Source: an optimization exercise on an open RTL-to-GDS flow (aim: small area, a short achievable clock period and few clock cycles). Production flows keep margins and buffers that such runs may drop.
In this exercise RTL edits were held to simulation tests only and were not proved equivalent to the original.
No activity file was given, so power comes from the tool's default toggle rates.

run 1:
Design pcm_frame_to_s16_stereo_mono, start of the top module:
module pcm_frame_to_s16_stereo_mono (
  input  logic                              clk_i,
  input  logic                              rst_ni,
  input  logic                              in_valid,
  output logic                              in_ready,
  input  logic [pfs_pkg::SAMPLE_W-1:0]      in_left_sample,
  input  logic [pfs_pkg::SAMPLE_W-1:0]      in_right_sample,
  input  logic                              in_silent,
  input  logic                              in_end_of_packet,
  output logic                              out_valid,
  input  logic                              out_ready,
  output logic signed [pfs_pkg::PCM16_W-1:0] out_left_pcm16,
  output logic signed [pfs_pkg::PCM16_W-1:0] out_right_pcm16,
  output logic signed [pfs_pkg::MONO_W-1:0]  out_mono_level,
  output logic                              out_last_of_packet,
  input  logic                              psel,
  input  logic                              penable,
  input  logic                              pwrite,
  input  logic [pfs_pkg::APB_AW-1:0]        paddr,
  input  logic [pfs_pkg::APB_DW-1:0]        pwdata,
  output logic [pfs_pkg::APB_DW-1:0]        prdata,
  output logic                              pready
);
clock: 6.5 ns
lec_check: 0
cap_margin: 20
core_margin: 2
core_utilization: 40
place_density: 0.6
slew_margin: 20
standard.sh (not shown) runs the stock make flow with config.mk's settings and CLKGATE_MAP_FILE= SYNTH_SCRIPT=/design/flow/synth_recipe.tcl, a recipe that flattens the netlist after the stock synthesis.
==> flow/flow/run.sh <==
#!/bin/bash
set -euo pipefail
export BUFFER_PORTS_ARGS="-buffer_cell sky130_fd_sc_hd__buf_2"
bash standard.sh > standard.log 2>&1
Testbench counts of run 1, summed over its fixed seeds: cycles 18,402.
--- input diff run 1..run 2 ---
Settings: ABC_AREA: unset -> 1; SETUP_SLACK_MARGIN: unset -> 2.5.
## What came out
- Setup slack in run 2 is larger than in run 1.
- In terms of relative area change from synthesis to final layout, run 1 and run 2 differ only marginally.
- Relative to run 1, the horizontal die dimension of run 2 is higher by about 2%.
- Cmp run 2 and run 1 / final cell count / higher: run 2
- The final reports for run 2 and run 1 show setup slack of the worst register-to-register path higher in the former.
- Run 2 vs run 1, combinational family with the most area after synthesis: simple AND/OR/NAND/NOR gates vs compound AO/OA/AOI/OAI gates
- Compared run 2 vs run 1, and non-clock buffer count is up in run 2.
- Against run 1, run 2 comes in 1.5 points lower on combinational group share of total power.
Edits applied to the flow inputs when going from run 2 to run 3:
Settings: ABC_AREA no longer set, was 1; SETUP_SLACK_MARGIN now 2.0, was 2.5.
Findings:
Run 3 finished end to end and its layout was clean on timing, DRC and antenna. The number of gates given a new drive strength after cts of run 3 is lower than that of run 2. The final reports for run 3 and run 2 show area of the die lower in the former. On total leakage power, the higher figure sits with run 2, not run 3. From run 2 to run 3 the numbers moved as follows: number of filler cells placed in the layout lost 369, setup slack lost 0.59 ns. Routed wire length, run 2 and run 3: smaller value in run 3. Run 3 vs run 2 on post-synthesis compound-gate area fraction: run 3 is the higher one. Going from run 2 to run 3, the number of non-filler instances in the completed layout was found to have gone down by about 23%. Inverter count of the layout excluding clock inverters delta for run 3 relative to run 2: 194 lower.
## Diff of input files: run 4 against run 3
Settings: a change of PLACE_DENSITY from 0.6 to 0.75; a change of CORE_UTILIZATION from 40 to 60; a change of SETUP_SLACK_MARGIN from 2.0 to 2.5.
Findings:
Biggest fanout along the worst timing path (run 4 vs. run 3) increases by more than a quarter. Between run 3 and run 4, the flow reports overall via count from detail_route increasing by a few percent. Changes observed in run 4 relative to run 3: switching share of power went up; DRC marker count from the first detailed-route iteration went down. Changes observed in run 4 relative to run 3: final critical-path setup slack up 0.33 ns, fmax saw an increase, overall routed net length has decreased. Sum of met2 wire segment lengths after detailed routing: run 4 and run 3 compared, lower one is run 4. STATUS overall power after layout: run 4 loses against run 3. Run 4: final cell count 4.3% below run 3.
The inputs of run 5 differ from those of run 4 as listed below.
Settings: changing PLACE_DENSITY from 0.75 to 0.6; changing CORE_UTILIZATION from 60 to 40.
==> run notes <==
Run 5 vs. run 4: routed metal-1 wire length rose by about 13%, area growth from synthesis to final layout rose by 1.3 points.
Run 5 ended up with in2reg as its kind of critical path; run 4 ended up with reg2reg.
Of run 5 and run 4, it is run 5 that has the higher area fraction of clock buffers and clock inverters.
Wire length of the first global-routing pass of run 5 exceeds that of run 4 by a few percent.
Diff run 4 and run 5: non-clock buffer count higher in run 4
Fmax: run 5 higher than run 4
In the final reports, the cell area of run 5 is larger than that of run 4.
| total vias in the final route | lower: run 5 |
Power on run 5 is behind run 4.
diff inputs: run 5 => run 6
Settings: SETUP_SLACK_MARGIN now 3.5, was 2.5.
### Flow results
Fraction of power consumed by combinational cells: run 6 vs run 5 up 11 points
Run 6 vs run 5: post-synthesis to final-layout area growth up in run 6
Delta(total number of cells along the worst setup path, run 6 - run 5) > 0
Flip-flop and latch count: run 5 vs run 6 identical
Looking at run 6 and run 5, the largest net degree at the start of global routing is a wash.
Fraction of area in clock buffers and inverters was lower in the run labelled run 6.
Data arrival time at the worst-slack endpoint was higher in the run labelled run 5.

* * *

Setup of quartz:
Another version of the RTL of pcm_frame_to_s16_stereo_mono (not shown whole).
For scale: ~1,500 cells after synthesis, ~140 flip-flops, about 210 I/O pins.
==> flow/config.mk <==
export PLATFORM = sky130hd
export DESIGN_NAME = pcm_frame_to_s16_stereo_mono
export DESIGN_NICKNAME = pcm_frame_to_s16_stereo_mono
export VERILOG_FILES = /design/flow/design.v
export SDC_FILE = /design/flow/constraint.sdc
export NUM_CORES = 4
export LEC_CHECK = 0
export CAP_MARGIN = 20
export CORE_MARGIN = 2
export CORE_UTILIZATION = 40
export CTS_BUF_LIST = sky130_fd_sc_hd__clkbuf_8
export CTS_CLUSTER_SIZE = 30
export PLACE_DENSITY = 0.5
export SETUP_SLACK_MARGIN = 2.75
export SLEW_MARGIN = 20
==> flow/constraint.sdc <==
create_clock -name core_clock -period 6.5 [get_ports {clk_i}]
set_input_delay 1.3000 -clock core_clock [delete_from_list [all_inputs] [get_ports {clk_i}]]
set_output_delay 1.3000 -clock core_clock [all_outputs]
set_load 0.01 [all_outputs]
==> flow/flow/run.sh <==
#!/bin/bash
set -euo pipefail
export BUFFER_PORTS_ARGS="-buffer_cell sky130_fd_sc_hd__buf_1"
bash standard.sh > standard.log 2>&1
quartz completed; timing, DRC and antenna clean
Testbench counts of quartz, summed over its fixed seeds: cycles 18,402.
Edits applied to the flow inputs when going from quartz to amber:
- a change of SETUP_SLACK_MARGIN from 2.75 to 2.5
- a change of PLACE_DENSITY from 0.5 to 0.6
- a change of CTS_BUF_LIST from sky130_fd_sc_hd__clkbuf_8 to sky130_fd_sc_hd__clkbuf_4 sky130_fd_sc_hd__clkbuf_8
- a deleted CTS_CLUSTER_SIZE that had been 30
==> flow/flow/run.sh <==
#!/bin/bash
set -euo pipefail
export BUFFER_PORTS_ARGS="-buffer_cell sky130_fd_sc_hd__buf_2"
bash standard.sh > standard.log 2>&1
==> run notes <==
quartz → amber: worst setup slack fell by 0.16 ns, total power fell by about 1.8%.
In the final reports, the cell area of amber is smaller than that of quartz.
Part of the power in the clock network was higher in amber than in quartz.
Re die area: no difference whatsoever between amber and quartz.
~same total sequential power in quartz and amber
Clock latency reported for the late side of the worst-skew pair across quartz and amber: no real change.
Delta (amber minus quartz): half-perimeter wire length of the detailed placement result -about 2.8%, achievable clock frequency -0.012 GHz, fraction of area in non-clock buffers -0.37 points.
When amber is measured against quartz, its post-route fraction of the period consumed by the critical path turns out 2.5 points higher.
Input-level comparison between garnet and amber:
- setting CTS_CLUSTER_SIZE to 30 for the first time
- changing PLACE_DENSITY from 0.6 to 0.65
- changing SETUP_SLACK_MARGIN from 2.5 to 2.75
- changing CORE_UTILIZATION from 40 to 50
- changing CTS_BUF_LIST from sky130_fd_sc_hd__clkbuf_4 sky130_fd_sc_hd__clkbuf_8 to sky130_fd_sc_hd__clkbuf_8
==> flow/flow/run.sh <==
#!/bin/bash
set -euo pipefail
export BUFFER_PORTS_ARGS="-buffer_cell sky130_fd_sc_hd__buf_1"
export RECOVER_POWER=100
bash standard.sh > standard.log 2>&1
==> comparison <==
- Re upper clock frequency limit: amber and garnet aren't equal, and the higher value belongs to amber.
- NOTE half-perimeter wire length after placement amber->garnet decreased slightly
- Going from amber to garnet, max-cap check violation count picked up an extra 2; power density over cell area up about 1%; total stage count of the critical path went down; fraction of layout cells with a size suffix above 1 decreased by 7.3 points relative to the old numbers.
- | garnet | all stages done | FAIL | capacitance limit, slew limit |
- Going from amber to garnet, worst setup slack decreased 0.24 ns; proportion of power drawn by the clock network -0.9 points.

[static timing again, ports no longer ideal]
How much do the figures lean on ideal ports? The routed layouts below were timed once more, with nothing changed but the port constraints. Step 1 assumes that a clkbuf_16 drives the clock port and a buf_2 every other input. Step 2 adds t to the input delays and takes it off the output delays; t is the mean of the earliest and latest rising clock arrival at the registers after step 1. Input paths then give back, and output paths get back, about the clock's delay inside the block. Three values: ideal ports, drivers, drivers and shift; two values: the first two.
run | t, ns | setup slack, ns | hold slack, ns | latest minus earliest clock arrival (ns) | cell pins on the clock port's net
run 1 | 0.475 | 1.960 / 1.981 / 1.505 | 0.421 / 0.421 / 0.421 | 0.008 / 0.007 | 1
run 2 | 0.482 | 2.810 / 2.810 / 2.368 | 0.429 / 0.429 / 0.429 | 0.016 / 0.017 | 1
run 3 | 0.475 | 2.222 / 2.242 / 1.767 | 0.421 / 0.421 / 0.421 | 0.008 / 0.008 | 1
run 4 | 0.465 | 2.554 / 2.554 / 2.189 | 0.442 / 0.442 / 0.442 | 0.015 / 0.016 | 1
run 5 | 0.478 | 2.704 / 2.706 / 2.238 | 0.421 / 0.421 / 0.421 | 0.008 / 0.007 | 1
run 6 | 0.478 | 2.968 / 2.968 / 2.813 | 0.426 / 0.426 / 0.426 | 0.007 / 0.007 | 1
quartz | 0.489 | 2.862 / 2.883 / 2.394 | 0.426 / 0.426 / 0.426 | 0.015 / 0.015 | 1
amber | 0.508 | 2.702 / 2.708 / 2.208 | 0.457 / 0.457 / 0.457 | 0.017 / 0.017 | 1
garnet | 0.490 | 2.463 / 2.463 / 2.049 | 0.440 / 0.440 / 0.440 | 0.020 / 0.021 | 1
For amber, which loses most, drivers alone change the setup slack by +0.006 ns; drivers and shift together by -0.494 ns.
